This design comes from an exercise in tuning for small area, a short achievable clock period and few clock cycles per item on the open sky130 flow, not from production work.
Function was checked by simulation only, so behaviour that the tests miss may differ from the original.
No driver is modelled on the clock port, so clocking that relies on it looks cheaper here than on a real chip.

## config.mk

```make
export PLATFORM = sky130hd
export DESIGN_NAME = aesDecryptTop
export DESIGN_NICKNAME = aesDecryptTop
export VERILOG_FILES = /design/flow/design.v
export SDC_FILE = /design/flow/constraint.sdc
export NUM_CORES = 8
export LEC_CHECK = 0
export CAP_MARGIN = 20
export CORE_AREA = 4 4 376 376
export DETAILED_ROUTE_END_ITERATION = 24
export DIE_AREA = 0 0 380 380
export SLEW_MARGIN = 20
```

## constraint.sdc

```tcl
create_clock -name core_clock -period 21.0 [get_ports {clk}]
set_input_delay 4.2000 -clock core_clock [delete_from_list [all_inputs] [get_ports {clk}]]
set_output_delay 4.2000 -clock core_clock [all_outputs]
set_load 0.01 [all_outputs]
```

## design.v

```verilog
`timescale 1ns/1ps
module invSbox
(
    input  logic [7:0] inByte,
    input  logic [7:0] keyByte,
    output logic [7:0] outByte
);
    logic [3:0] ah, al, d, lam, di;
    logic [8:0] p, q, r, fdi;
    assign ah = inByte[7:4];
    assign al = inByte[3:0];
    assign p[0] = ah[3] & al[3];
    assign p[1] = ah[2] & al[2];
    assign p[2] = (ah[3] ^ ah[2]) & (al[3] ^ al[2]);
    assign p[3] = ah[1] & al[1];
    assign p[4] = ah[0] & al[0];
    assign p[5] = (ah[1] ^ ah[0]) & (al[1] ^ al[0]);
    assign p[6] = (ah[3] ^ ah[1]) & (al[3] ^ al[1]);
    assign p[7] = (ah[2] ^ ah[0]) & (al[2] ^ al[0]);
    assign p[8] = ((ah[3] ^ ah[2]) ^ (ah[1] ^ ah[0])) & ((al[3] ^ al[2]) ^ (al[1] ^ al[0]));
    logic x8, x9, x10, x11, x12, x13, x14, x15, x16;
    assign x8 = inByte[1] ^ inByte[2];
    assign x9 = inByte[4] ^ inByte[6];
    assign x10 = x8 ^ x9;
    assign x11 = inByte[3] ^ inByte[5];
    assign x12 = inByte[0] ^ x10;
    assign x13 = inByte[7] ^ x11;
    assign x14 = x10 ^ x13;
    assign x15 = inByte[2] ^ x11;
    assign x16 = inByte[3] ^ inByte[4];
    assign lam[0] = x12;
    assign lam[1] = x14;
    assign lam[2] = x15;
    assign lam[3] = x16;
    logic y13, y14, y15, y16, y17, y18, y19, y20, y21, y22, y23, y24, y25, y26;
    assign y13 = p[0] ^ p[4];
    assign y14 = p[4] ^ p[7];
    assign y15 = p[2] ^ p[3];
    assign y16 = lam[0] ^ y13;
    assign y17 = y15 ^ y16;
    assign y18 = p[1] ^ p[5];
    assign y19 = lam[1] ^ y13;
    assign y20 = y18 ^ y19;
    assign y21 = p[3] ^ p[6];
    assign y22 = lam[2] ^ y14;
    assign y23 = y21 ^ y22;
    assign y24 = p[5] ^ p[8];
    assign y25 = lam[3] ^ y14;
    assign y26 = y24 ^ y25;
    assign d[0] = y17;
    assign d[1] = y20;
    assign d[2] = y23;
    assign d[3] = y26;
    always_comb
    begin
        case (d)
            4'd0: di = 4'd0;
            4'd1: di = 4'd1;
            4'd2: di = 4'd3;
            4'd3: di = 4'd2;
            4'd4: di = 4'd10;
            4'd5: di = 4'd8;
            4'd6: di = 4'd14;
            4'd7: di = 4'd13;
            4'd8: di = 4'd5;
            4'd9: di = 4'd11;
            4'd10: di = 4'd4;
            4'd11: di = 4'd9;
            4'd12: di = 4'd15;
            4'd13: di = 4'd7;
            4'd14: di = 4'd6;
            4'd15: di = 4'd12;
            default: di = 4'd0;
        endcase
    end
    assign fdi[0] = di[3];
    assign fdi[1] = di[2];
    assign fdi[2] = (di[3] ^ di[2]);
    assign fdi[3] = di[1];
    assign fdi[4] = di[0];
    assign fdi[5] = (di[1] ^ di[0]);
    assign fdi[6] = (di[3] ^ di[1]);
    assign fdi[7] = (di[2] ^ di[0]);
    assign fdi[8] = ((di[3] ^ di[2]) ^ (di[1] ^ di[0]));
    assign q[0] = ah[3] & fdi[0];
    assign r[0] = al[3] & fdi[0];
    assign q[1] = ah[2] & fdi[1];
    assign r[1] = al[2] & fdi[1];
    assign q[2] = (ah[3] ^ ah[2]) & fdi[2];
    assign r[2] = (al[3] ^ al[2]) & fdi[2];
    assign q[3] = ah[1] & fdi[3];
    assign r[3] = al[1] & fdi[3];
    assign q[4] = ah[0] & fdi[4];
    assign r[4] = al[0] & fdi[4];
    assign q[5] = (ah[1] ^ ah[0]) & fdi[5];
    assign r[5] = (al[1] ^ al[0]) & fdi[5];
    assign q[6] = (ah[3] ^ ah[1]) & fdi[6];
    assign r[6] = (al[3] ^ al[1]) & fdi[6];
    assign q[7] = (ah[2] ^ ah[0]) & fdi[7];
    assign r[7] = (al[2] ^ al[0]) & fdi[7];
    assign q[8] = ((ah[3] ^ ah[2]) ^ (ah[1] ^ ah[0])) & fdi[8];
    assign r[8] = ((al[3] ^ al[2]) ^ (al[1] ^ al[0])) & fdi[8];
    logic z26, z27, z28, z29, z30, z31, z32, z33, z34, z35, z36, z37, z38, z39, z40, z41, z42, z43, z44, z45, z46, z47, z48, z49, z50, z51, z52, z53, z54, z55, z56, z57, z58, z59, z60, z61, z62, z63, z64, z65, z66, z67, z68, z69;
    assign z26 = q[3] ^ r[1];
    assign z27 = r[0] ^ z26;
    assign z28 = q[4] ^ q[7];
    assign z29 = q[6] ^ r[3];
    assign z30 = r[6] ^ z29;
    assign z31 = q[1] ^ q[2];
    assign z32 = r[5] ^ z28;
    assign z33 = q[8] ^ r[8];
    assign z34 = z27 ^ z30;
    assign z35 = r[4] ^ z33;
    assign z36 = r[7] ^ z27;
    assign z37 = q[8] ^ r[2];
    assign z38 = r[3] ^ keyByte[0];
    assign z39 = z26 ^ z31;
    assign z40 = z37 ^ z38;
    assign z41 = z32 ^ z39;
    assign z42 = z40 ^ z41;
    assign z43 = q[0] ^ q[2];
    assign z44 = q[6] ^ q[7];
    assign z45 = keyByte[1] ^ z43;
    assign z46 = z44 ^ z45;
    assign z47 = q[0] ^ q[1];
    assign z48 = q[4] ^ keyByte[2];
    assign z49 = z47 ^ z48;
    assign z50 = z35 ^ z49;
    assign z51 = z34 ^ z50;
    assign z52 = q[5] ^ keyByte[3];
    assign z53 = z52 ^ z35;
    assign z54 = z34 ^ z53;
    assign z55 = r[7] ^ keyByte[4];
    assign z56 = z55 ^ z32;
    assign z57 = z34 ^ z56;
    assign z58 = q[5] ^ r[8];
    assign z59 = keyByte[5] ^ z31;
    assign z60 = z58 ^ z59;
    assign z61 = z36 ^ z60;
    assign z62 = q[3] ^ r[8];
    assign z63 = keyByte[6] ^ z62;
    assign z64 = z30 ^ z32;
    assign z65 = z63 ^ z64;
    assign z66 = keyByte[7] ^ z28;
    assign z67 = z31 ^ z33;
    assign z68 = z66 ^ z67;
    assign z69 = z36 ^ z68;
    assign outByte[0] = z42;
    assign outByte[1] = z46;
    assign outByte[2] = z51;
    assign outByte[3] = z54;
    assign outByte[4] = z57;
    assign outByte[5] = z61;
    assign outByte[6] = z65;
    assign outByte[7] = z69;
endmodule
`timescale 1ns/1ps
module invMixColumns
(
    input  logic [31:0] inCol,
    input  logic        flip,
    output logic [31:0] outCol
);
    logic l33, l34, l35, l36, l37, l38, l39, l40, l41, l42, l43, l44, l45, l46, l47, l48, l49, l50, l51, l52, l53, l54, l55, l56, l57, l58, l59, l60, l61, l62, l63, l64, l65, l66, l67, l68, l69, l70, l71, l72, l73, l74, l75, l76, l77, l78, l79, l80, l81, l82, l83, l84, l85, l86, l87, l88, l89, l90, l91, l92, l93, l94, l95, l96, l97, l98, l99, l100, l101, l102, l103, l104, l105, l106, l107, l108, l109, l110, l111, l112, l113, l114, l115, l116, l117, l118, l119, l120, l121, l122, l123, l124, l125, l126, l127, l128, l129, l130, l131, l132, l133, l134, l135, l136, l137, l138, l139, l140, l141, l142, l143, l144, l145, l146, l147, l148, l149, l150, l151, l152, l153, l154, l155, l156, l157, l158, l159, l160, l161, l162, l163, l164, l165, l166, l167, l168, l169, l170, l171, l172, l173, l174, l175, l176, l177, l178, l179, l180, l181, l182, l183, l184, l185, l186, l187, l188, l189, l190, l191, l192, l193, l194, l195, l196, l197, l198, l199, l200, l201, l202, l203, l204, l205, l206, l207, l208, l209, l210, l211, l212, l213, l214, l215, l216, l217, l218, l219, l220, l221, l222, l223, l224, l225, l226, l227, l228, l229, l230, l231, l232, l233, l234, l235, l236, l237, l238, l239, l240, l241, l242, l243;
    assign l33 = inCol[15] ^ inCol[23];
    assign l34 = inCol[3] ^ inCol[7];
    assign l35 = inCol[27] ^ inCol[31];
    assign l36 = inCol[11] ^ inCol[19];
    assign l37 = inCol[12] ^ inCol[28];
    assign l38 = l34 ^ l36;
    assign l39 = inCol[4] ^ inCol[20];
    assign l40 = inCol[2] ^ l35;
    assign l41 = inCol[6] ^ flip;
    assign l42 = inCol[9] ^ inCol[24];
    assign l43 = inCol[1] ^ inCol[16];
    assign l44 = inCol[0] ^ inCol[17];
    assign l45 = inCol[14] ^ inCol[22];
    assign l46 = inCol[8] ^ inCol[25];
    assign l47 = inCol[18] ^ l33;
    assign l48 = l37 ^ l41;
    assign l49 = inCol[26] ^ l42;
    assign l50 = inCol[5] ^ inCol[30];
    assign l51 = inCol[10] ^ l46;
    assign l52 = l33 ^ l35;
    assign l53 = inCol[15] ^ l45;
    assign l54 = l40 ^ l44;
    assign l55 = inCol[23] ^ inCol[29];
    assign l56 = l38 ^ l52;
    assign l57 = inCol[11] ^ inCol[17];
    assign l58 = inCol[7] ^ inCol[31];
    assign l59 = inCol[13] ^ inCol[22];
    assign l60 = inCol[10] ^ l43;
    assign l61 = l39 ^ l41;
    assign l62 = l47 ^ l49;
    assign l63 = inCol[30] ^ l46;
    assign l64 = inCol[9] ^ inCol[19];
    assign l65 = inCol[13] ^ inCol[14];
    assign l66 = inCol[26] ^ l43;
    assign l67 = inCol[6] ^ inCol[15];
    assign l68 = inCol[21] ^ l39;
    assign l69 = inCol[1] ^ inCol[26];
    assign l70 = inCol[13] ^ l44;
    assign l71 = l38 ^ l60;
    assign l72 = inCol[4] ^ inCol[30];
    assign l73 = inCol[0] ^ inCol[16];
    assign l74 = l51 ^ l67;
    assign l75 = l42 ^ l61;
    assign l76 = inCol[14] ^ inCol[21];
    assign l77 = inCol[7] ^ inCol[28];
    assign l78 = inCol[23] ^ l48;
    assign l79 = l66 ^ l72;
    assign l80 = l34 ^ l64;
    assign l81 = inCol[12] ^ l34;
    assign l82 = inCol[29] ^ flip;
    assign l83 = l36 ^ l53;
    assign l84 = l45 ^ l78;
    assign l85 = l63 ^ l75;
    assign l86 = inCol[21] ^ inCol[30];
    assign l87 = inCol[3] ^ inCol[12];
    assign l88 = inCol[8] ^ inCol[24];
    assign l89 = inCol[19] ^ inCol[22];
    assign l90 = inCol[18] ^ inCol[28];
    assign l91 = inCol[7] ^ l33;
    assign l92 = inCol[10] ^ inCol[20];
    assign l93 = l34 ^ l57;
    assign l94 = l36 ^ l69;
    assign l95 = inCol[5] ^ l37;
    assign l96 = l39 ^ l82;
    assign l97 = inCol[20] ^ inCol[24];
    assign l98 = inCol[25] ^ inCol[30];
    assign l99 = l44 ^ l97;
    assign l100 = l98 ^ l99;
    assign l101 = l71 ^ l100;
    assign l102 = l84 ^ l101;
    assign l103 = inCol[18] ^ inCol[22];
    assign l104 = l55 ^ l64;
    assign l105 = l87 ^ l103;
    assign l106 = l40 ^ l66;
    assign l107 = l104 ^ l105;
    assign l108 = l106 ^ l107;
    assign l109 = inCol[31] ^ l33;
    assign l110 = l50 ^ l48;
    assign l111 = l68 ^ l109;
    assign l112 = l110 ^ l111;
    assign l113 = inCol[20] ^ inCol[28];
    assign l114 = inCol[31] ^ l55;
    assign l115 = l73 ^ l89;
    assign l116 = l113 ^ l49;
    assign l117 = l114 ^ l115;
    assign l118 = l116 ^ l117;
    assign l119 = l45 ^ l50;
    assign l120 = l96 ^ l119;
    assign l121 = l56 ^ l120;
    assign l122 = inCol[21] ^ inCol[27];
    assign l123 = l77 ^ l89;
    assign l124 = l122 ^ l47;
    assign l125 = l63 ^ l123;
    assign l126 = l124 ^ l125;
    assign l127 = l91 ^ l94;
    assign l128 = l54 ^ l127;
    assign l129 = inCol[17] ^ inCol[27];
    assign l130 = l65 ^ l129;
    assign l131 = l95 ^ l130;
    assign l132 = l62 ^ l71;
    assign l133 = l131 ^ l132;
    assign l134 = inCol[0] ^ inCol[1];
    assign l135 = l35 ^ l90;
    assign l136 = l134 ^ l135;
    assign l137 = l83 ^ l136;
    assign l138 = l85 ^ l137;
    assign l139 = l50 ^ l92;
    assign l140 = l40 ^ l49;
    assign l141 = l93 ^ l139;
    assign l142 = l140 ^ l141;
    assign l143 = l39 ^ l55;
    assign l144 = l58 ^ l65;
    assign l145 = l48 ^ l143;
    assign l146 = l144 ^ l145;
    assign l147 = inCol[4] ^ l50;
    assign l148 = l77 ^ l88;
    assign l149 = l147 ^ l148;
    assign l150 = l54 ^ l149;
    assign l151 = l50 ^ l59;
    assign l152 = l48 ^ l151;
    assign l153 = l56 ^ l152;
    assign l154 = inCol[3] ^ inCol[6];
    assign l155 = inCol[29] ^ l154;
    assign l156 = l52 ^ l155;
    assign l157 = l79 ^ l156;
    assign l158 = l33 ^ l40;
    assign l159 = l51 ^ l80;
    assign l160 = l158 ^ l159;
    assign l161 = inCol[3] ^ inCol[25];
    assign l162 = l36 ^ l59;
    assign l163 = l161 ^ l68;
    assign l164 = l162 ^ l54;
    assign l165 = l62 ^ l163;
    assign l166 = l164 ^ l165;
    assign l167 = inCol[8] ^ inCol[27];
    assign l168 = l44 ^ l167;
    assign l169 = l80 ^ l168;
    assign l170 = l79 ^ l169;
    assign l171 = l84 ^ l170;
    assign l172 = inCol[2] ^ inCol[10];
    assign l173 = inCol[25] ^ l67;
    assign l174 = l90 ^ l172;
    assign l175 = l38 ^ l70;
    assign l176 = l173 ^ l174;
    assign l177 = l175 ^ l176;
    assign l178 = flip ^ l58;
    assign l179 = l53 ^ l68;
    assign l180 = l95 ^ l178;
    assign l181 = l179 ^ l180;
    assign l182 = inCol[4] ^ inCol[13];
    assign l183 = l73 ^ l182;
    assign l184 = l81 ^ l183;
    assign l185 = l74 ^ l184;
    assign l186 = l65 ^ l86;
    assign l187 = l61 ^ l186;
    assign l188 = l56 ^ l187;
    assign l189 = inCol[2] ^ inCol[5];
    assign l190 = inCol[6] ^ inCol[11];
    assign l191 = inCol[14] ^ inCol[23];
    assign l192 = inCol[31] ^ l42;
    assign l193 = l189 ^ l190;
    assign l194 = l191 ^ l81;
    assign l195 = l192 ^ l193;
    assign l196 = l194 ^ l195;
    assign l197 = l35 ^ l47;
    assign l198 = l60 ^ l93;
    assign l199 = l197 ^ l198;
    assign l200 = l37 ^ l55;
    assign l201 = l69 ^ l86;
    assign l202 = l38 ^ l51;
    assign l203 = l200 ^ l201;
    assign l204 = l54 ^ l202;
    assign l205 = l203 ^ l204;
    assign l206 = inCol[16] ^ l57;
    assign l207 = l87 ^ l40;
    assign l208 = l53 ^ l206;
    assign l209 = l207 ^ l208;
    assign l210 = l85 ^ l209;
    assign l211 = inCol[4] ^ inCol[27];
    assign l212 = l76 ^ l211;
    assign l213 = l47 ^ l51;
    assign l214 = l94 ^ l212;
    assign l215 = l213 ^ l214;
    assign l216 = inCol[30] ^ l37;
    assign l217 = l59 ^ l91;
    assign l218 = l96 ^ l216;
    assign l219 = l217 ^ l218;
    assign l220 = inCol[11] ^ inCol[12];
    assign l221 = inCol[20] ^ l43;
    assign l222 = l76 ^ l88;
    assign l223 = l220 ^ l47;
    assign l224 = l221 ^ l222;
    assign l225 = l223 ^ l224;
    assign l226 = inCol[21] ^ inCol[29];
    assign l227 = l45 ^ l226;
    assign l228 = l48 ^ l227;
    assign l229 = l56 ^ l228;
    assign l230 = l58 ^ l92;
    assign l231 = l70 ^ l230;
    assign l232 = l83 ^ l231;
    assign l233 = inCol[25] ^ inCol[31];
    assign l234 = l233 ^ l38;
    assign l235 = l62 ^ l234;
    assign l236 = inCol[5] ^ inCol[9];
    assign l237 = inCol[18] ^ inCol[29];
    assign l238 = l39 ^ l43;
    assign l239 = l236 ^ l237;
    assign l240 = l38 ^ l40;
    assign l241 = l238 ^ l239;
    assign l242 = l74 ^ l240;
    assign l243 = l241 ^ l242;
    assign outCol[0] = l102;
    assign outCol[1] = ~(l108);
    assign outCol[2] = l112;
    assign outCol[3] = l118;
    assign outCol[4] = ~(l121);
    assign outCol[5] = ~(l126);
    assign outCol[6] = ~(l128);
    assign outCol[7] = l133;
    assign outCol[8] = l138;
    assign outCol[9] = ~(l142);
    assign outCol[10] = l146;
    assign outCol[11] = l150;
    assign outCol[12] = ~(l153);
    assign outCol[13] = ~(l157);
    assign outCol[14] = ~(l160);
    assign outCol[15] = l166;
    assign outCol[16] = l171;
    assign outCol[17] = ~(l177);
    assign outCol[18] = l181;
    assign outCol[19] = l185;
    assign outCol[20] = ~(l188);
    assign outCol[21] = ~(l196);
    assign outCol[22] = ~(l199);
    assign outCol[23] = l205;
    assign outCol[24] = l210;
    assign outCol[25] = ~(l215);
    assign outCol[26] = l219;
    assign outCol[27] = l225;
    assign outCol[28] = ~(l229);
    assign outCol[29] = ~(l232);
    assign outCol[30] = ~(l235);
    assign outCol[31] = l243;
endmodule
module mixColumns
(
    input  logic [31:0] inCol,
    output logic [31:0] outCol
);
    logic m33, m34, m35, m36, m37, m38, m39, m40, m41, m42, m43, m44, m45, m46, m47, m48, m49, m50, m51, m52, m53, m54, m55, m56, m57, m58, m59, m60, m61, m62, m63, m64, m65, m66, m67, m68, m69, m70, m71, m72, m73, m74, m75, m76, m77, m78, m79, m80, m81, m82, m83, m84, m85, m86, m87, m88, m89, m90, m91, m92, m93, m94, m95, m96, m97, m98, m99, m100, m101, m102, m103, m104, m105, m106, m107, m108, m109, m110, m111, m112, m113, m114, m115, m116, m117, m118, m119, m120, m121, m122, m123, m124, m125, m126, m127, m128, m129, m130, m131, m132, m133, m134, m135, m136, m137, m138;
    assign m33 = inCol[15] ^ inCol[23];
    assign m34 = inCol[7] ^ inCol[15];
    assign m35 = inCol[7] ^ inCol[31];
    assign m36 = inCol[3] ^ inCol[11];
    assign m37 = inCol[9] ^ inCol[17];
    assign m38 = inCol[6] ^ inCol[30];
    assign m39 = inCol[14] ^ inCol[22];
    assign m40 = inCol[5] ^ inCol[13];
    assign m41 = inCol[8] ^ inCol[16];
    assign m42 = inCol[23] ^ inCol[31];
    assign m43 = inCol[1] ^ inCol[18];
    assign m44 = inCol[0] ^ m34;
    assign m45 = inCol[4] ^ inCol[28];
    assign m46 = inCol[20] ^ m40;
    assign m47 = inCol[27] ^ m35;
    assign m48 = inCol[12] ^ inCol[29];
    assign m49 = inCol[11] ^ inCol[19];
    assign m50 = inCol[2] ^ inCol[10];
    assign m51 = inCol[29] ^ m39;
    assign m52 = inCol[1] ^ inCol[25];
    assign m53 = inCol[16] ^ inCol[24];
    assign m54 = inCol[19] ^ m42;
    assign m55 = inCol[0] ^ inCol[24];
    assign m56 = inCol[12] ^ inCol[20];
    assign m57 = inCol[13] ^ inCol[21];
    assign m58 = inCol[26] ^ m43;
    assign m59 = inCol[24] ^ m35;
    assign m60 = m41 ^ m59;
    assign m61 = inCol[25] ^ m35;
    assign m62 = m37 ^ m55;
    assign m63 = m61 ^ m62;
    assign m64 = inCol[10] ^ inCol[25];
    assign m65 = m64 ^ m58;
    assign m66 = inCol[2] ^ inCol[26];
    assign m67 = m49 ^ m66;
    assign m68 = m47 ^ m67;
    assign m69 = inCol[3] ^ inCol[28];
    assign m70 = m56 ^ m69;
    assign m71 = m47 ^ m70;
    assign m72 = inCol[29] ^ m45;
    assign m73 = m57 ^ m72;
    assign m74 = inCol[5] ^ inCol[30];
    assign m75 = m74 ^ m51;
    assign m76 = inCol[31] ^ m33;
    assign m77 = m38 ^ m76;
    assign m78 = m53 ^ m44;
    assign m79 = inCol[8] ^ inCol[17];
    assign m80 = m52 ^ m79;
    assign m81 = m44 ^ m80;
    assign m82 = inCol[2] ^ inCol[9];
    assign m83 = m82 ^ m58;
    assign m84 = inCol[3] ^ inCol[19];
    assign m85 = inCol[27] ^ m34;
    assign m86 = m50 ^ m84;
    assign m87 = m85 ^ m86;
    assign m88 = inCol[20] ^ m34;
    assign m89 = m36 ^ m45;
    assign m90 = m88 ^ m89;
    assign m91 = inCol[4] ^ inCol[5];
    assign m92 = inCol[21] ^ m48;
    assign m93 = m91 ^ m92;
    assign m94 = inCol[22] ^ m38;
    assign m95 = m40 ^ m94;
    assign m96 = inCol[6] ^ inCol[14];
    assign m97 = inCol[23] ^ m35;
    assign m98 = m96 ^ m97;
    assign m99 = inCol[8] ^ m33;
    assign m100 = m55 ^ m99;
    assign m101 = inCol[9] ^ m33;
    assign m102 = m41 ^ m52;
    assign m103 = m101 ^ m102;
    assign m104 = inCol[26] ^ m37;
    assign m105 = m50 ^ m104;
    assign m106 = inCol[10] ^ inCol[18];
    assign m107 = inCol[27] ^ m33;
    assign m108 = m36 ^ m106;
    assign m109 = m107 ^ m108;
    assign m110 = inCol[12] ^ m33;
    assign m111 = m45 ^ m49;
    assign m112 = m110 ^ m111;
    assign m113 = m48 ^ m46;
    assign m114 = inCol[14] ^ m38;
    assign m115 = m57 ^ m114;
    assign m116 = inCol[31] ^ m34;
    assign m117 = m39 ^ m116;
    assign m118 = inCol[0] ^ m41;
    assign m119 = m42 ^ m118;
    assign m120 = inCol[1] ^ m37;
    assign m121 = m42 ^ m53;
    assign m122 = m120 ^ m121;
    assign m123 = inCol[17] ^ inCol[18];
    assign m124 = inCol[25] ^ m50;
    assign m125 = m123 ^ m124;
    assign m126 = inCol[18] ^ inCol[26];
    assign m127 = m36 ^ m126;
    assign m128 = m54 ^ m127;
    assign m129 = inCol[4] ^ inCol[27];
    assign m130 = m56 ^ m129;
    assign m131 = m54 ^ m130;
    assign m132 = inCol[21] ^ inCol[28];
    assign m133 = m132 ^ m46;
    assign m134 = inCol[6] ^ inCol[21];
    assign m135 = m134 ^ m51;
    assign m136 = inCol[7] ^ inCol[22];
    assign m137 = inCol[30] ^ m33;
    assign m138 = m136 ^ m137;
    assign outCol[0] = m60;
    assign outCol[1] = m63;
    assign outCol[2] = m65;
    assign outCol[3] = m68;
    assign outCol[4] = m71;
    assign outCol[5] = m73;
    assign outCol[6] = m75;
    assign outCol[7] = m77;
    assign outCol[8] = m78;
    assign outCol[9] = m81;
    assign outCol[10] = m83;
    assign outCol[11] = m87;
    assign outCol[12] = m90;
    assign outCol[13] = m93;
    assign outCol[14] = m95;
    assign outCol[15] = m98;
    assign outCol[16] = m100;
    assign outCol[17] = m103;
    assign outCol[18] = m105;
    assign outCol[19] = m109;
    assign outCol[20] = m112;
    assign outCol[21] = m113;
    assign outCol[22] = m115;
    assign outCol[23] = m117;
    assign outCol[24] = m119;
    assign outCol[25] = m122;
    assign outCol[26] = m125;
    assign outCol[27] = m128;
    assign outCol[28] = m131;
    assign outCol[29] = m133;
    assign outCol[30] = m135;
    assign outCol[31] = m138;
endmodule
`timescale 1ns/1ps
module invRoundDatapath
(
    input  logic [128-1:0] roundState,
    input  logic [128-1:0] roundKey,
    input  logic  stateFlip,
    output logic [128-1:0] nextState
);
    logic [128-1:0] mixed;
    for (genvar c = 0; c < 4; c++)
    begin : genMixCol
        invMixColumns invMixColumns_i
        (
            .inCol  (roundState[127-32*c -: 32]),
            .flip   (stateFlip),
            .outCol (mixed[127-32*c -: 32])
        );
    end
    for (genvar c = 0; c < 4; c++)
    begin : genSboxCol
        for (genvar r = 0; r < 4; r++)
        begin : genSboxRow
            invSbox invSbox_i
            (
                .inByte  (mixed[127-32*((c+4-r)%4)-8*r -: 8]),
                .keyByte (roundKey[127-32*c-8*r -: 8]),
                .outByte (nextState[127-32*c-8*r -: 8])
            );
        end
    end
endmodule
`timescale 1ns/1ps
module roundKeyStore
(
    input  logic     clk,
    input  logic     busy,
    input  logic     busyN,
    input  logic [1408-1:0]   expandedKey,
    output logic [128-1:0]    roundKey
);
    logic [128-1:0] keySlot [0:10-1];
    function automatic logic [128-1:0] keyOf(input logic [1408-1:0] sched, input int r);
        keyOf = {sched[32*(4*r) +: 32], sched[32*(4*r+1) +: 32],
                 sched[32*(4*r+2) +: 32], sched[32*(4*r+3) +: 32]};
    endfunction
    always_ff @(posedge clk)
    begin
        for (int i = 0; i < 10-1; i++)
            keySlot[i] <= ~(({128{busyN}} | keySlot[i+1]) &
                            ({128{busy}} | keyOf(expandedKey, 10-1-i)));
        keySlot[10-1] <= keyOf(expandedKey, 0);
    end
    assign roundKey = keySlot[0];
endmodule
`timescale 1ns/1ps
module aesDecryptCtrl
(
    input  logic     clk,
    input  logic     rstN,
    input  logic     inValid,
    input  logic [128-1:0]    cipherText,
    input  logic [128-1:0]    whitenKey,
    input  logic [128-1:0]    nextState,
    output logic     busy,
    output logic     busyN,
    output logic [128-1:0]    roundState,
    output logic     stateFlip,
    output logic     outValid
);
    logic [3:0] roundsLeft;
    logic       finalRound;
    logic [128-1:0] whitened;
    logic [128-1:0] whitenedMixed;
    assign finalRound = (roundsLeft == 4'd0);
    assign stateFlip  = roundsLeft[0];
    always_ff @(posedge clk)
    begin
        if (!rstN)
        begin
            busy     <= 1'b0;
            busyN    <= 1'b1;
            outValid <= 1'b0;
        end
        else
        begin
            outValid <= busy && finalRound;
            if (!busy)
            begin
                busy  <= inValid;
                busyN <= !inValid;
            end
            else if (finalRound)
            begin
                busy  <= 1'b0;
                busyN <= 1'b1;
            end
        end
    end
    always_ff @(posedge clk)
    begin
        if (!busy)
            roundsLeft <= 4'(10 - 1);
        else
            roundsLeft <= roundsLeft - 4'd1;
    end
    assign whitened = cipherText ^ whitenKey;
    for (genvar c = 0; c < 4; c++)
    begin : genWhitenCol
        mixColumns mixColumns_i
        (
            .inCol  (whitened[127-32*c -: 32]),
            .outCol (whitenedMixed[127-32*c -: 32])
        );
    end
    always_ff @(posedge clk)
        roundState <= ~(({128{busyN}} | nextState) &
                        ({128{busy}} | whitenedMixed));
endmodule
`timescale 1ns/1ps
module aesDecryptTop
(
    input  logic   clk,
    input  logic   rstN,
    input  logic   inValid,
    input  logic [128-1:0]  cipherText,
    input  logic [1408-1:0] expandedKey,
    output logic   outValid,
    output logic [128-1:0]  plainText
);
    logic     busy;
    logic     busyN;
    logic     stateFlip;
    logic [128-1:0]    roundKey;
    logic [128-1:0]    roundState;
    logic [128-1:0]    nextState;
    aesDecryptCtrl aesDecryptCtrl_i
    (
        .clk        (clk),
        .rstN       (rstN),
        .inValid    (inValid),
        .cipherText (cipherText),
        .whitenKey  ({expandedKey[32*40 +: 32], expandedKey[32*41 +: 32],
                      expandedKey[32*42 +: 32], expandedKey[32*43 +: 32]}),
        .nextState  (nextState),
        .busy       (busy),
        .busyN      (busyN),
        .roundState (roundState),
        .stateFlip  (stateFlip),
        .outValid   (outValid)
    );
    roundKeyStore roundKeyStore_i
    (
        .clk         (clk),
        .busy        (busy),
        .busyN       (busyN),
        .expandedKey (expandedKey),
        .roundKey    (roundKey)
    );
    invRoundDatapath invRoundDatapath_i
    (
        .roundState (roundState),
        .roundKey   (roundKey),
        .stateFlip  (stateFlip),
        .nextState  (nextState)
    );
    assign plainText = roundState;
endmodule
```

## flow/run.sh

```bash
#!/bin/bash
# The standard layout (standard.sh), with:
#  - synthesis by synth_recipe.tcl, but ABC mapping with an area-oriented script
#    (abc -script replaced; flip-flops are mapped before ABC, so unchanged),
#    without the three-input XOR cells;
#  - buf_1 port buffers, pins one track apart;
#  - timing repair aiming below the 21 ns period (SETUP_SLACK_MARGIN);
#  - a clock tree of clkbuf_16 without dummy loads, and without a wider
#    spacing rule on its root net (which clashed with neighbouring pins);
#  - the state flip-flops and output buffers one size up before the clock
#    tree (flow/pre_cts.tcl);
#  - if the routed layout has antenna or routing violations, placement and
#    routing are redone once or twice with a slightly different placement
#    density.
# Each run of standard.sh logs to standard_flow_N.log; ORFS keeps each step's
# log under orfs/logs/.
set -uo pipefail
W=$PWD
MARGIN="15.3"
CTSBUF="sky130_fd_sc_hd__clkbuf_16"
CTSEXTRA="-sink_clustering_size 20 -sink_clustering_max_diameter 100"
DENSITY="0.50"
EXTRA="GPL_ROUTABILITY_DRIVEN=0"
cp flow/map.abc $W/map.abc
cat > $W/my_synth.tcl <<EOT
proc abc {args} {
  set i [lsearch -exact \$args -script]
  if {\$i >= 0} { lset args [expr {\$i+1}] $W/map.abc }
  foreach c {xor3_1 xor3_2 xor3_4 xnor3_1 xnor3_2 xnor3_4} { lappend args -dont_use sky130_fd_sc_hd__\$c }
  yosys abc {*}\$args
}
source $W/synth_recipe.tcl
EOT
run_flow() {
  bash standard.sh \
    SYNTH_SCRIPT=$W/my_synth.tcl \
    BUFFER_PORTS_ARGS="-buffer_cell sky130_fd_sc_hd__buf_1" \
    PLACE_PINS_ARGS="-min_distance 1 -min_distance_in_tracks" \
    SETUP_SLACK_MARGIN=$MARGIN \
    PRE_CTS_TCL=$W/flow/pre_cts.tcl \
    CTS_ARGS="-sink_clustering_enable -repair_clock_nets -dont_use_dummy_load -apply_ndr none -buf_list {$CTSBUF} $CTSEXTRA" \
    $EXTRA "$@"
}
# a layout is retried if it is missing, has antenna violations or the
# detailed router left violations.
layout_ok() {
  local odb=$W/orfs/results/sky130hd/aesDecryptTop/base/6_final.odb
  local drc=$W/orfs/reports/sky130hd/aesDecryptTop/base/5_route_drc.rpt
  [[ -f $odb ]] || { echo "no final layout"; return; }
  [[ -s $drc ]] && { echo "routing violations"; return; }
  printf 'read_db %s\nputs "ANTENNAS [check_antennas]"\n' "$odb" > $W/antennas.tcl
  openroad -no_init -exit $W/antennas.tcl > $W/antennas_check.log 2>&1
  local n=$(grep -o 'ANTENNAS [0-9]*' $W/antennas_check.log | awk '{print $2}' | tail -1)
  [[ "$n" == "0" ]] && { echo ok; return; }
  echo "antenna violations: ${n:-unknown}"
}
run_flow PLACE_DENSITY=$DENSITY finish > standard_flow_0.log 2>&1
for try in 1 2; do
  st=$(layout_ok)
  echo "layout check after try $((try-1)): $st" >> flow_retries.log
  [[ "$st" == "ok" ]] && break
  bash standard.sh clean_place clean_cts clean_route clean_finish > standard_clean_$try.log 2>&1
  d=$(python3 -c "print(f'{$DENSITY + 0.01*$try:.2f}')")
  run_flow PLACE_DENSITY=$d finish > standard_flow_$try.log 2>&1
done
```

## flow/map.abc

```
&get -n; &st; &dch; &nf -R 1000; &put
```

## flow/pre_cts.tcl

```tcl
# the state register drives the plainText outputs: give its flip-flops and
# the output port buffers one size up before the clock tree is built.
set n 0
foreach inst [[ord::get_db_block] getInsts] {
  set nm [$inst getName]
  set m [[$inst getMaster] getName]
  if {[string match "*roundState*" $nm] && $m eq "sky130_fd_sc_hd__dfxtp_1"} {
    replace_cell [get_cells $nm] sky130_fd_sc_hd__dfxtp_2
    incr n
  }
}
puts "resized $n state flip-flops"
set n 0
foreach bt [[ord::get_db_block] getBTerms] {
  if {![string match "plainText*" [$bt getName]]} { continue }
  foreach it [[$bt getNet] getITerms] {
    set inst [$it getInst]
    if {[[$inst getMaster] getName] eq "sky130_fd_sc_hd__buf_1"} {
      replace_cell [get_cells [$inst getName]] sky130_fd_sc_hd__buf_2
      incr n
    }
  }
}
puts "resized $n output buffers"
```

## standard.sh

```bash
#!/bin/bash
# synth_recipe.tcl (not shown) runs the flow's synth.tcl, then flattens the netlist and writes it again
# the make line also repeats each setting of config.mk as NAME=value (left out here)
make -C /OpenROAD-flow-scripts/flow DESIGN_CONFIG=/design/flow/config.mk WORK_HOME=/design/flow/orfs CLKGATE_MAP_FILE= SYNTH_SCRIPT=/design/flow/synth_recipe.tcl "${@:-finish}"
```

==> out/metrics.cfg, run 1 <==
[clock_tree]
cts_tree=done
clk_latency_ps=730
cts_made_buffers=83
clk_pin_slew_worst_paths_ps=80
cts_sinks=1415
cts_hold_buf=0

[grt]
grtUsageTotal_pct=28.7
grt_max_degree=253
grt_pass1_wl_um=323000
grt_overflow=0
grt_antenna_before_repair=164
first_global_vias=51500

[critical_path]
worstPathMaxFanout=6
rrSetupSlack_ps=15550
slowest_delay_ps=530
path_buf_inv=1
r2r_end=aesDecryptCtrl_i.roundState[10]
slowest_stage=dfxtp_2
worstPathCellList=buf_2
path_delay_family=flip-flops
cp_data_required_time_ps=16800
end_kind=primary output
worstReg2RegStart=aesDecryptCtrl_i.roundsLeft[0]
arrival_ps=1460
worstSetupPathType=flop to primary output
worst-r2r-cell-count=21
startpoint_type=flop

[layout]
layout_commonest_cell=xnor2_1
fillers=12700
layout_common_cells=1807 x xnor2_1, 1539 x buf_1, 1284 x dfxtp_1, 1275 x o22ai_1, 563 x xor2_1
final_nets=9504
area.growth.synth_to_final_pct=24.2
finish.utilization_pct=57.1
layout-drive-gt1-share_pct=9.78

[synth]
synth-seq-cells=1415
syn_area_per_cell_um2=10.4
mappedNetlistArea_mm2=0.0632
syn-num-nets=7650
yosysWarnings=4
syn-instance-count=6107
yosysSeqAreaShare_pct=44.8
ys_types=36

[die]
die_area_mm2=0.144
die_x_um=380
die_h_um=380
start_util_pct=46.0
core_mm2=0.137
num_rows=136
ioPinCount=1668

[sta]
period_minus_slack_ps=5660
setup_viol=0
period_share_pct=27.0
fmax_mhz=177
fin_tns_setup_ps=0
grt_setup_unrepaired=true
skew_ps=89.7
slew_violations=0
hold_viol=0
tightest_slew_ps=1120
slew_headroom_pct=25.1

[status]
status=no timing/DRC/antenna violations

[drt]
vias_per_cell=5.23
antenna_left=0
drt_first_iter_violations=3214
post_drt_wl_per_cell_um=22.8
routed_wl_um=225000
num_vias=51600
dr.pass1.iters=5
drc=0

[hold_path]
hold_class=flop to flop
hold_depth=1
hold_start=roundKeyStore_i.keySlot[5][65]
hold_path_end=roundKeyStore_i.keySlot[4][65]

[place]
dp_hpwl_um=175000
io_buffers=1667

[run]
max_cap_violations=0

[sequential cells by signal, indices dropped and copies added, names as in the netlist]
signal,flops
roundKeyStore_i.keySlot,1280
aesDecryptCtrl_i.roundState,128
aesDecryptCtrl_i.roundsLeft,4
aesDecryptCtrl_i.busy,1
aesDecryptCtrl_i.busyN,1
aesDecryptCtrl_i.outValid,1
[how the worst max path moves through the flow]
stage                                     from  depth (start not counted)                          endpoint
2_1_floorplan            aesDecryptCtrl_i.busy                          2  aesDecryptCtrl_i.roundState[100]
6_report       aesDecryptCtrl_i.roundState[52]                          1                     plainText[52]
3_3_place_gp   aesDecryptCtrl_i.roundState[95]                         20   aesDecryptCtrl_i.roundState[10]
4_1_cts         aesDecryptCtrl_i.roundsLeft[0]                         21  aesDecryptCtrl_i.roundState[107]
3_5_place_dp   aesDecryptCtrl_i.roundState[95]                         21   aesDecryptCtrl_i.roundState[10]
5_1_grt        aesDecryptCtrl_i.roundState[89]                         23   aesDecryptCtrl_i.roundState[99]
[per-layer routing]
metal,routed length [um],global-route usage (%),vias to the layer above
li1,-,-,25000
met1,91300,35.4,23900
met2,100000,45.0,1986
met3,20500,9.69,608
met4,12300,14.3,96
met5,628,0,-
[Yosys cell counts, drive strengths merged]
library cell     n  share of area, %
nor2b           38              0.38
o21a             5             0.059
a21boi           2             0.024
dfxtp         1415                45
o221ai           1             0.014
mux2i            5             0.079
and2            12              0.12
or3              4             0.040
a22o             2             0.028
a32o             1             0.016
a21o             7             0.083
clkinv          26              0.15
nor3             8             0.063
o21ai           42              0.33
nand2          160              0.95
a31oi            2             0.020
nand2b          59              0.58
a221oi           1             0.014
mux2             2             0.036
or2              9             0.089
xnor2         2084                29
xor2           598               8.3
a221o            2             0.032
a22oi            4             0.048
o22a             1             0.014
nor3b            1             0.012
o22ai         1276                13
nand3            6             0.048
o21bai           4             0.048
and3             4             0.040
a21oi           38              0.30
nor2           281               1.7
o31ai            1             0.012
ha               4             0.079
o21ba            1             0.016
o211ai           1             0.012
[repair_timing]
item | 4_1_cts | 5_1_grt
setup buffers | 5 | 73
resized for setup | 177 | 243
endpoints found under the setup margin | 128 | 115
pin swaps | 5 | 57
[area by class of cell]
| cell class | instances | area (um2) | share of cell area (%) |
|---|---|---|---|
| diodes | 115 | 288 | 0.366 |
| repair buffers | 1769 | 7370 | 9.38 |
| well taps | 1794 | 2240 | 2.86 |
| clock buffers | 83 | 2080 | 2.64 |
| multi-input cells | 4666 | 37900 | 48.3 |
| flip-flops and latches | 1415 | 28500 | 36.3 |
| inverters | 26 | 98.8 | 0.126 |
[per-stage QoR]
stage | cells | worst slack [ps] | hold slack [ps] | instance area, um2
after floorplan | 6107 | 13600 | 399 | 63200
after global placement | 9591 | 14250 | 400 | 72000
after detailed placement | 9591 | 14200 | 405 | 72000
after CTS | 9679 | 15220 | 370 | 75700
after global routing | 9844 | 15190 | 389 | 78500
final | 9868 | 15340 | 370 | 78500
[kinds of logic (layout without fill, tap and decap cells)]
group,Yosys count,count (layout),share of synthesized area [%]
adders and majority gates,4,4,0.0792
DFF,1415,1415,44.8
muxes,7,7,0.115
other,0,115,0
AOI/OAI and AO/OA,1391,1391,13.7
and+or+nand+nor,582,582,3.99
xor gates and xnor gates,2682,2682,37.2
buffers and inverters,26,1878,0.154
Testbench counts, summed over its fixed seeds: cycles 5,640, items 512.
==> run 2, diff against run 1 <==
==> flow/map.abc (replaced) <==
&get -n; &st; &dch; &nf -R 20; &put
--- a/config.mk
+++ b/config.mk
@@ -6,7 +6,7 @@
 export NUM_CORES = 8
 export LEC_CHECK = 0
 export CAP_MARGIN = 20
-export CORE_AREA = 4 4 376 376
+export CORE_AREA = 4 4 386 386
 export DETAILED_ROUTE_END_ITERATION = 24
-export DIE_AREA = 0 0 380 380
+export DIE_AREA = 0 0 390 390
 export SLEW_MARGIN = 20
==> run 2 against run 1 <==
Critical endpoint is now plainText[126]. Clock skew is 9.8 ps higher. Utilization is 2.6 points lower. Wire length is 4.4% higher.
==> out/metrics.cfg, run 2 <==
[drt]
drt_first_iter_violations=3131
post_drt_wl_per_cell_um=23.6
drc=0
vias_per_cell=5.21
antenna_left=0
num_vias=52000
routed_wl_um=235000
dr.pass1.iters=5

[clock_tree]
clk_pin_slew_worst_paths_ps=90
cts_made_buffers=86
cts_hold_buf=0
cts_sinks=1415
clk_latency_ps=740
cts_tree=done

[layout]
layout_commonest_cell=xnor2_1
final_nets=9539
layout_common_cells=1795 x xnor2_1, 1539 x buf_1, 1284 x dfxtp_1, 1274 x o22ai_1, 589 x xor2_1
area.growth.synth_to_final_pct=24.3
final_cell_area_mm2=0.0787
stdcell_count=9976
largest_registers=roundKeyStore_i.keySlot: 1280 flops, aesDecryptCtrl_i.roundState: 128 flops, aesDecryptCtrl_i.roundsLeft: 4 flops
largest_reg_flops=1280
max_flop_register=roundKeyStore_i.keySlot
layout-drive-gt1-share_pct=9.88

[place]
dp_cells=9716
dp_hpwl_um=185000
io_buffers=1667
dpl_cell_area_mm2=0.0722

[grt]
grt_max_degree=110
first_global_vias=51300
grtUsageTotal_pct=28.4
grt_antenna_before_repair=135
grt_overflow=0
grt_pass1_wl_um=331000

[critical_path]
worstPathMaxFanout=6
end_kind=primary output
worstPathCellList=buf_2
path_buf_inv=1
worst-r2r-cell-count=21
startpoint_type=flop
cp_data_required_time_ps=16800
slowest_delay_ps=540
worstSetupPathType=flop to primary output
slowest_stage=dfxtp_2
path_delay_family=flip-flops
cp.depth=1
arrival_ps=1500

[synth]
synth_mux_area_share_pct=0.127
mappedNetlistArea_mm2=0.0633
synth_fa_ha_area_share_pct=0.0791
synth-edff-count=0
ys.flop_type=dfxtp_1
async_reset_ff_share_pct=0
syn_area_per_cell_um2=10.4
synth_top_family_by_area=XOR/XNOR gates
synth_compound_area_share_pct=13.7
synth-seq-cells=1415
synth-simple-area-share_pct=4.06
netlist.area_leader.share_pct=44.8
netlist_top_cells_area=dfxtp_1 45%, xnor2_1 29%, o22ai_1 13%
syn-instance-count=6111
syn-num-nets=7654
synth_common_cells=2061 x xnor2_1, 1415 x dfxtp_1, 1274 x o22ai_1
synth_top_cell_by_area=dfxtp_1
yosysSeqAreaShare_pct=44.8
synthXorXnorAreaFrac_pct=37.1
ys_types=35
yosysWarnings=4
yosysMostFrequentCell=xnor2_1

[sta]
tightest_slew_ps=1200
period_share_pct=27.2
hold_viol=0
setup_viol=0
fmax_mhz=175
slew_violations=0
fin_tns_setup_ps=0
slew_headroom_pct=19.4
period_minus_slack_ps=5700
skew_ps=99.5
grt_setup_unrepaired=true

[die]
ioPinCount=1668
die_h_um=390
die_area_mm2=0.152
die_x_um=390
num_rows=139
start_util_pct=43.8
core_mm2=0.144

[run]
max_cap_violations=0

[hold_path]
hold_depth=1
hold_class=flop to flop

[status]
status=no timing/DRC/antenna violations

## run 2: final cells by class
type / instances / area (um2)
inverters: 24 / 93.8
repair buffers: 1797 / 7460
flip-flops and latches: 1415 / 28500
multi-input cells: 4672 / 37900
clock buffers: 86 / 2150
diodes: 79 / 198
fillers: 13300 / 65700
well taps: 1903 / 2380
## run 2: metrics by stage
stage	util [%]	hold WS (ps)	setup WS [ps]
detailed placement	50.0	405	14090
floorplan	-	399	13600
global route	54.5	392	15190
CTS	52.6	383	15220
global placement	50.0	401	14100
finish	54.5	379	15300
## run 2: cells by family (layout without fill, tap and decap cells)
logic type | Yosys count | in the layout
buffers and inverters | 24 | 1907
multiplexers | 8 | 8
XOR/XNOR | 2682 | 2682
adder cells (fa/ha/maj) | 4 | 4
AO/OA/AOI/OAI | 1390 | 1390
flip-flops | 1415 | 1415
AND/OR/NAND/NOR | 588 | 588
other | 0 | 79
## run 2: worst paths after layout
path	slack [ps]	end	startpoint
worst max-delay path	15300	plainText[126]	aesDecryptCtrl_i.roundState[126]
worst min-delay path	380	roundKeyStore_i.keySlot[2][3]	roundKeyStore_i.keySlot[3][3]
worst max register to register	15460	aesDecryptCtrl_i.roundState[107]	aesDecryptCtrl_i.roundState[46]
worst min register to register	380	roundKeyStore_i.keySlot[2][3]	roundKeyStore_i.keySlot[3][3]
## run 2: per-layer routing
layer  up-vias  global-route usage, %  wire [um]
li1      25000                      -          -
met1     24300                   34.8      93900
met3       588                   9.35      21600
met4       116                   11.5      11700
met2      1978                   46.0     107000
met5         -                      0        770
## run 2: timing repair
action,CTS,global route
setup endpoints to repair,130,114
resized for setup,160,237
pin swaps,7,58
setup buffers,6,89
endpoints found under the hold margin,0,0
==> run 3, diff against run 2 <==
--- a/flow/run.sh
+++ b/flow/run.sh
@@ -20,7 +20,7 @@
 CTSBUF="sky130_fd_sc_hd__clkbuf_16"
 CTSEXTRA="-sink_clustering_size 20 -sink_clustering_max_diameter 100"
 DENSITY="0.50"
-EXTRA="GPL_ROUTABILITY_DRIVEN=0"
+EXTRA="GPL_ROUTABILITY_DRIVEN=0 RECOVER_POWER=100"
 cp flow/map.abc $W/map.abc
 cat > $W/my_synth.tcl <<EOT
 proc abc {args} {
--- a/config.mk
+++ b/config.mk
@@ -6,7 +6,7 @@
 export NUM_CORES = 8
 export LEC_CHECK = 0
 export CAP_MARGIN = 20
-export CORE_AREA = 4 4 386 386
+export CORE_AREA = 4 4 376 376
 export DETAILED_ROUTE_END_ITERATION = 24
-export DIE_AREA = 0 0 390 390
+export DIE_AREA = 0 0 380 380
 export SLEW_MARGIN = 20
==> run 3 against run 2 <==
Synthesized cell count is the same. The layout now fails its checks (capacitance limit, slew limit). First-iteration DRC count increased by 4.4%. Highest routed layer unchanged. Die area down 5.1%. Critical path depth rose by 1. Critical endpoint is now roundKeyStore_i.keySlot[0][93]. Critical path type is now flop to flop. Fmax is 50% lower. Wire length shrank 2.0%. Sequential share of layout area up 0.29 points. Area after synthesis did not move. Utilization grew 1.9 points. Worst setup slack worse by 5800 ps.
==> out/metrics.cfg, run 3 <==
[clock_tree]
clk_latency_ps=740
cts_hold_buf=0
cts_tree=done
clk_pin_slew_worst_paths_ps=80
cts_sinks=1415
cts_made_buffers=85

[sta]
period_share_pct=54.7
skew_ps=77.8
fin_tns_setup_ps=0
setup_viol=0
tightest_slew_ps=10560
hold_viol=0
period_minus_slack_ps=11480
slew_violations=818
grt_setup_unrepaired=true
slew_headroom_pct=-604
fmax_mhz=87.1

[grt]
grt_overflow=0
grt_pass1_wl_um=329000
first_global_vias=51600
grtUsageTotal_pct=29.5
grt_max_degree=246
grt_antenna_before_repair=137

[die]
die_area_mm2=0.144
die_x_um=380
num_rows=136
core_mm2=0.137
ioPinCount=1668
die_h_um=380
start_util_pct=46.0

[drt]
routed.top_layer=met5
drt_first_iter_violations=3269
dr.pass1.iters=5
wl_met2_um=102000
drt-met1-wl_um=93800
routed_wl_um=230000
post_drt_wl_per_cell_um=23.4
drc=0
met3_length_um=21600
vias_per_cell=5.28
num_vias=51900
antenna_left=0

[critical_path]
arrival_ps=11500
worstPathCellList=clkbuf_1 -> o22ai_1
startpoint_type=flop
worstSetupPathType=flop to flop
path_buf_inv=1
slowest_stage=clkbuf_1
end_kind=flop
path_delay_family=buffers and inverters
worstPathMaxFanout=245
slowest_delay_ps=7470
cp_data_required_time_ps=21030

[layout]
area.growth.synth_to_final_pct=22.6
largest_reg_flops=1280
stdcell_count=9831
final_nets=9514
layout-drive-gt1-share_pct=7.30
layout_commonest_cell=xnor2_1
max_flop_register=roundKeyStore_i.keySlot
largest_registers=roundKeyStore_i.keySlot: 1280 flops, aesDecryptCtrl_i.roundState: 128 flops, aesDecryptCtrl_i.roundsLeft: 4 flops
layout_common_cells=1829 x xnor2_1, 1534 x buf_1, 1401 x dfxtp_1, 1274 x o22ai_1, 596 x xor2_1

[synth]
yosysMostFrequentCell=xnor2_1
synth-edff-count=0
netlist.area_leader.share_pct=44.8
synth_top_cell_by_area=dfxtp_1
syn-num-nets=7654
yosysSeqAreaShare_pct=44.8
synth_common_cells=2061 x xnor2_1, 1415 x dfxtp_1, 1274 x o22ai_1
async_reset_ff_share_pct=0
netlist_top_cells_area=dfxtp_1 45%, xnor2_1 29%, o22ai_1 13%
syn_area_per_cell_um2=10.4
syn-instance-count=6111
ys_types=35
yosysWarnings=4
ys.flop_type=dfxtp_1
mappedNetlistArea_mm2=0.0633
synth-seq-cells=1415

[place]
dp_cells=9598
io_buffers=1667
dp_hpwl_um=180000

[run]
max_cap_violations=8

[hold_path]
hold_class=flop to flop

[status]
status=complete, but fails checks
so_faults=capacitance limit, slew limit

[run 3: cell counts after synthesis]
Identical to the previous run, type by type.
[run 3: logic make-up after synthesis]
group           synth area share (%)
compound gates                  13.7
xor+xnor                        37.1
buf+inv                        0.142
mux                            0.127
fa+ha+maj                     0.0791
flops                           44.8
simple gates                    4.06
[run 3: repair_timing]
| item | CTS | global route |
|---|---|---|
| buffers inserted | 13 | 67 |
| pin swaps | 8 | 47 |
| resized for setup | 181 | 240 |
| setup endpoints to repair | 119 | 120 |
[run 3: worst reg2reg max path: stages, from the launching register on]
cell	delay (ps)
dfxtp_1	2100
clkbuf_1	7480
o22ai_1	1230
[run 3: final timing paths]
kind	start	end	slack, ps	cells after the start
max	aesDecryptCtrl_i.busy	roundKeyStore_i.keySlot[0][93]	9520	2
min reg2reg	roundKeyStore_i.keySlot[2][42]	roundKeyStore_i.keySlot[1][42]	390	1
min	roundKeyStore_i.keySlot[2][42]	roundKeyStore_i.keySlot[1][42]	390	1
max reg2reg	aesDecryptCtrl_i.busy	roundKeyStore_i.keySlot[0][93]	9520	2
[run 3: per-stage QoR]
step	worst slack, ps	cell area [um2]	hold WS, ps	util (%)
6_report	9520	77600	395	56.4
3_5_place_dp	13880	72000	405	52.4
2_1_floorplan	13600	63300	399	-
5_1_grt	8400	77500	403	56.4
3_3_place_gp	13880	72000	400	52.4
4_1_cts	15200	76000	393	55.3
[run 3: layer usage]
metal  global-route usage [%]  vias to the layer above
met4                     11.9                      128
li1                         -                    25000
met5                        0                        -
met3                     10.4                      595
met2                     46.8                     1984
met1                     36.7                    24200
[run 3: area by class of cell]
class | instances | area, um2
Tap cell | 1794 | 2240
Timing Repair Buffer | 1773 | 7260
Antenna cell | 68 | 170
Sequential cell | 1415 | 28400
Fill cell | 12800 | 59900
Inverter | 24 | 91.3
Multi-Input combinational cell | 4672 | 37300
Clock buffer | 85 | 2130
==> run 4, diff against run 3 <==
--- a/flow/run.sh
+++ b/flow/run.sh
@@ -16,11 +16,11 @@
 # log under orfs/logs/.
 set -uo pipefail
 W=$PWD
-MARGIN="15.3"
+MARGIN="15.2"
 CTSBUF="sky130_fd_sc_hd__clkbuf_16"
 CTSEXTRA="-sink_clustering_size 20 -sink_clustering_max_diameter 100"
 DENSITY="0.50"
-EXTRA="GPL_ROUTABILITY_DRIVEN=0 RECOVER_POWER=100"
+EXTRA="GPL_ROUTABILITY_DRIVEN=0"
 cp flow/map.abc $W/map.abc
 cat > $W/my_synth.tcl <<EOT
 proc abc {args} {
==> run 4 against run 3 <==
Now clean on timing, DRC and antenna. Global-route usage is essentially flat. Sequential share of layout area grew 0.051 points. Worst hold slack lost 5.6 ps. Highest routed layer unchanged. Synthesized cell count is the same. Sequential cell count is the same. Fmax grew 100%. Die area is the same.
==> out/metrics.cfg, run 4 <==
[sta]
slew_violations=0
setup_viol=0
hold_viol=0
tightest_slew_ps=1280
period_minus_slack_ps=5710
period_share_pct=27.2
slew_headroom_pct=14.6
fin_tns_setup_ps=0
skew_ps=73.8
worst_slack_ps=15290
fmax_mhz=175
grt_setup_unrepaired=true
whs_ps=389

[layout]
max_flop_register=roundKeyStore_i.keySlot
finish.utilization_pct=56.7
layout-drive-gt1-share_pct=9.07
multi_input_area_mm2=0.0376
final_nets=9482
area.growth.synth_to_final_pct=23.1
regArea_mm2=0.0285
layout_commonest_cell=xnor2_1
fillers=12700
layout_common_cells=1806 x xnor2_1, 1539 x buf_1, 1284 x dfxtp_1, 1273 x o22ai_1, 593 x xor2_1
largest_registers=roundKeyStore_i.keySlot: 1280 flops, aesDecryptCtrl_i.roundState: 128 flops, aesDecryptCtrl_i.roundsLeft: 4 flops
largest_reg_flops=1280

[synth]
netlist_top_cells_area=dfxtp_1 45%, xnor2_1 29%, o22ai_1 13%
synth-seq-cells=1415
mappedNetlistArea_mm2=0.0633
netlist.area_leader.share_pct=44.8
synth_top_cell_by_area=dfxtp_1
synth-edff-count=0
syn-instance-count=6111
yosysWarnings=4
ys_types=35
syn-num-nets=7654
async_reset_ff_share_pct=0
yosysMostFrequentCell=xnor2_1
ys.flop_type=dfxtp_1
yosysSeqAreaShare_pct=44.8
synth_common_cells=2061 x xnor2_1, 1415 x dfxtp_1, 1274 x o22ai_1
syn_area_per_cell_um2=10.4

[hold_path]
hold_class=flop to flop
hold_depth=1

[critical_path]
arrival_ps=1510
path_buf_inv=1
end_kind=primary output
worstSetupPathType=flop to primary output
cp.depth=1
path_delay_family=flip-flops
startpoint_type=flop
slowest_delay_ps=570
worst-r2r-cell-count=20
worstPathMaxFanout=6
slowest_stage=dfxtp_2
cp_data_required_time_ps=16800
worstPathCellList=buf_2

[die]
die_area_mm2=0.144
die_h_um=380
ioPinCount=1668
start_util_pct=46.0
num_rows=136
die_x_um=380
core_mm2=0.137

[drt]
post_drt_wl_per_cell_um=23.4
dr.pass1.iters=7
drt_first_iter_violations=3213
num_vias=51600
drc=0
antenna_left=0
vias_per_cell=5.26
routed_wl_um=229000

[grt]
grt_antenna_before_repair=136
grt_max_degree=246
grtUsageTotal_pct=29.5
grt_overflow=0
grt_pass1_wl_um=329000
first_global_vias=51500

[clock_tree]
clk_latency_ps=740
clk_pin_slew_worst_paths_ps=80
cts_sinks=1415
cts_tree=done
cts_made_buffers=85

[place]
dp_worst_setup_slack_ps=13880
dp_hpwl_um=180000
io_buffers=1667

[run]
max_cap_violations=0

[status]
status=no timing/DRC/antenna violations

[run 4: cell families (layout without fill, tap and decap cells)]
logic type / after synthesis / in the layout / share of synthesized area, %
buf+inv: 24 / 1850 / 0.142
other cells: 0 / 73 / 0
flops: 1415 / 1415 / 44.8
mux: 8 / 8 / 0.127
fa+ha+maj: 4 / 4 / 0.0791
xor+xnor: 2682 / 2682 / 37.1
compound gates: 1390 / 1390 / 13.7
simple gates: 588 / 588 / 4.06
[run 4: what timing repair did]
| action | CTS | global route |
|---|---|---|
| hold buffers | 0 | 0 |
| pin swaps | 6 | 32 |
| setup buffers | 10 | 38 |
| gates cloned | 0 | 0 |
| endpoints found under the setup margin | 114 | 112 |
| resized for setup | 138 | 227 |
[run 4: final cells by class]
class / instances / share of cell area [%]
Antenna cell: 73 / 0.235
Inverter: 24 / 0.117
Clock buffer: 85 / 2.73
Timing Repair Buffer: 1741 / 9.14
Tap cell: 1794 / 2.88
Sequential cell: 1415 / 36.6
Multi-Input combinational cell: 4672 / 48.3
[run 4: through the flow]
| step | cell area [um2] | std cells |
|---|---|---|
| 2_1_floorplan | 63300 | 6111 |
| 3_3_place_gp | 72000 | 9598 |
| 3_5_place_dp | 72000 | 9598 |
| 4_1_cts | 75600 | 9693 |
| 5_1_grt | 77800 | 9761 |
| 6_report | 77900 | 9804 |
[run 4: worst paths after layout]
path | from | to | slack, ps
min reg2reg | roundKeyStore_i.keySlot[2][42] | roundKeyStore_i.keySlot[1][42] | 390
min | roundKeyStore_i.keySlot[2][42] | roundKeyStore_i.keySlot[1][42] | 390
max reg2reg | aesDecryptCtrl_i.roundState[65] | aesDecryptCtrl_i.roundState[51] | 15440
max | aesDecryptCtrl_i.roundState[55] | plainText[55] | 15290
[run 4: metal layers]
layer  routed length (um)  track usage, %  vias up
met1                93700            36.6    24000
li1                     -               -    25000
met4                11400            12.0      120
met3                21600            10.5      566
met5                  801               0        -
met2               102000            46.7     1958
==> run 5, diff against run 4 <==
--- a/flow/run.sh
+++ b/flow/run.sh
@@ -16,7 +16,7 @@
 # log under orfs/logs/.
 set -uo pipefail
 W=$PWD
-MARGIN="15.2"
+MARGIN="13.5"
 CTSBUF="sky130_fd_sc_hd__clkbuf_16"
 CTSEXTRA="-sink_clustering_size 20 -sink_clustering_max_diameter 100"
 DENSITY="0.50"
==> run 5 against run 4 <==
Still clean. Sequential cell count stayed put. Non-clock buffer count is 40 lower. Clock-buffer cell count stayed put. Final area is 3.9% lower. Worst hold slack worse by 5.9 ps. Sequential share of layout area is 1.5 points higher.
==> out/metrics.cfg, run 5 <==
[sta]
slew_headroom_pct=17.9
setup_viol=0
period_share_pct=32.5
worst_slack_ps=14170
fmax_mhz=146
grt_setup_unrepaired=false
slew_violations=0
skew_ps=105
fin_tns_setup_ps=0
tightest_slew_ps=1220
hold_viol=0
period_minus_slack_ps=6830
whs_ps=383

[critical_path]
cp.depth=20
path_delay_family=XOR/XNOR gates
worstPathMaxFanout=7
startpoint_type=flop
worstPathCellList=xor2_1 -> xor2_1 -> xnor2_1 -> xnor2_1 -> xnor2_1 -> xnor2_1 -> xor2_1 -> xnor2_1 -> xnor2_1 -> xor2_1 -> o22ai_1 -> mux2i_1 -> xor2_1 -> xor2_1 -> nor2_1 -> xor2_1 -> xnor2_1 -> xnor2_1 -> xnor2_1 -> o22ai_1
path_common_cell=xnor2_1
slowest_stage=xnor2_1
end_kind=flop
worst-r2r-cell-count=20
cp_data_required_time_ps=21500
arrival_ps=7330
worstSetupPathType=flop to flop
slowest_delay_ps=790
path_buf_inv=0

[drt]
drc=0
dr.pass1.iters=5
drt_first_iter_violations=3487
num_vias=51200
antenna_left=0
routed_wl_um=223000
vias_per_cell=5.22
post_drt_wl_per_cell_um=22.8

[synth]
netlist_top_cells_area=dfxtp_1 45%, xnor2_1 29%, o22ai_1 13%
synth-seq-cells=1415
ys_types=35
syn_area_per_cell_um2=10.4
yosysMostFrequentCell=xnor2_1
synth_top_cell_by_area=dfxtp_1
ys.flop_type=dfxtp_1
yosysSeqAreaShare_pct=44.8
mappedNetlistArea_mm2=0.0633
netlist.area_leader.share_pct=44.8
synth_common_cells=2061 x xnor2_1, 1415 x dfxtp_1, 1274 x o22ai_1
async_reset_ff_share_pct=0
yosysWarnings=4
syn-num-nets=7654
synth-edff-count=0
syn-instance-count=6111

[place]
io_buffers=1667
dp_cells=9603
dp_hpwl_um=177000
dpl_cell_area_mm2=0.0721
dp_worst_setup_slack_ps=14020

[grt]
grtUsageTotal_pct=28.9
grt_max_degree=235
first_global_vias=51000
grt_overflow=0
grt_antenna_before_repair=149
grt_pass1_wl_um=322000

[layout]
largest_registers=roundKeyStore_i.keySlot: 1280 flops, aesDecryptCtrl_i.roundState: 128 flops, aesDecryptCtrl_i.roundsLeft: 4 flops
finish.utilization_pct=54.4
layout-drive-gt1-share_pct=4.80
final_cell_area_mm2=0.0748
stdcell_count=9805
area.growth.synth_to_final_pct=18.3
final_nets=9442
max_flop_register=roundKeyStore_i.keySlot
largest_reg_flops=1280
layout_commonest_cell=xnor2_1
fillers=13100
multi_input_area_mm2=0.0349
regArea_mm2=0.0285
layout_common_cells=2059 x xnor2_1, 1539 x buf_1, 1285 x dfxtp_1, 1274 x o22ai_1, 621 x xor2_1

[hold_path]
hold_depth=1
hold_class=flop to flop

[run]
max_cap_violations=0

[die]
ioPinCount=1668
core_mm2=0.137
die_h_um=380
die_area_mm2=0.144
die_x_um=380
num_rows=136
start_util_pct=46.0

[clock_tree]
cts_sinks=1415
cts_setup_buffers=0
clk_latency_ps=730
clk_pin_slew_worst_paths_ps=90
cts_tree=done
cts_resized=0
cts_made_buffers=85
cts_hold_buf=0

[status]
status=no timing/DRC/antenna violations

## run 5: changes by cell type in the layout (fill, tap and decap cells not counted), sizes merged
cell,delta
diode,+41
buf,-40
## run 5: final timing paths
path,start,to,slack (ps)
setup / recovery,aesDecryptCtrl_i.roundState[11],aesDecryptCtrl_i.roundState[115],14170
hold / removal,roundKeyStore_i.keySlot[1][36],roundKeyStore_i.keySlot[0][36],380
setup reg to reg,aesDecryptCtrl_i.roundState[11],aesDecryptCtrl_i.roundState[115],14170
hold reg to reg,roundKeyStore_i.keySlot[1][36],roundKeyStore_i.keySlot[0][36],380
## run 5: logic make-up after synthesis
logic type / count (synthesis) / synth area share [%]
buffers and inverters: 24 / 0.142
adders and majority gates: 4 / 0.0791
muxes: 8 / 0.127
and+or+nand+nor: 588 / 4.06
xor gates and xnor gates: 2682 / 37.1
DFF: 1415 / 44.8
AOI/OAI and AO/OA: 1390 / 13.7
## run 5: cell type report
type,count,share of cell area (%)
Antenna cell,114,0.381
Inverter,24,0.120
Clock buffer,85,2.84
Tap cell,1794,3.00
Multi-Input combinational cell,4672,46.6
Sequential cell,1415,38.1
Timing Repair Buffer,1701,8.98
## run 5: routing by layer
layer  vias to the layer above  share of wire (%)  GRT usage, %
met1                     23800                 41          35.8
met2                      1940                 45          46.1
met4                        64                5.6          14.8
met5                         -               0.19         0.298
met3                       517                8.1          8.05
li1                      24900                  -             -

[separate check: timing with driven ports]
The results above use ideal ports. As a check the final layouts listed here were re-extracted and re-timed, cells and wires unchanged. Step 1 assumes that a clkbuf_16 drives the clock port and a buf_2 every other input. Step 2 times the ports against the registers' clock, not the clock port: input delays grow and output delays shrink by t, the midpoint of the rising clock arrivals with the driver on. Slacks: no drivers / after step 1 / after step 2; pairs: no drivers / after step 1.
run | t (ns) | setup WS [ns] | clock arrival spread, ns | worst slew at a driven data input, ns
run 1 | 0.769 | 15.335 / 15.254 / 14.811 | 0.092 / 0.092 | 0.21
run 2 | 0.779 | 15.298 / 15.213 / 14.706 | 0.101 / 0.100 | 0.18
run 3 | 0.788 | 9.522 / 9.522 / 9.522 | 0.080 / 0.080 | 0.18
run 4 | 0.786 | 15.287 / 15.201 / 14.718 | 0.074 / 0.074 | 0.17
run 5 | 0.764 | 14.170 / 14.170 / 14.170 | 0.106 / 0.106 | 0.19
For run 2, which loses most, drivers alone change the setup slack by -0.085 ns; drivers and shift together by -0.592 ns.
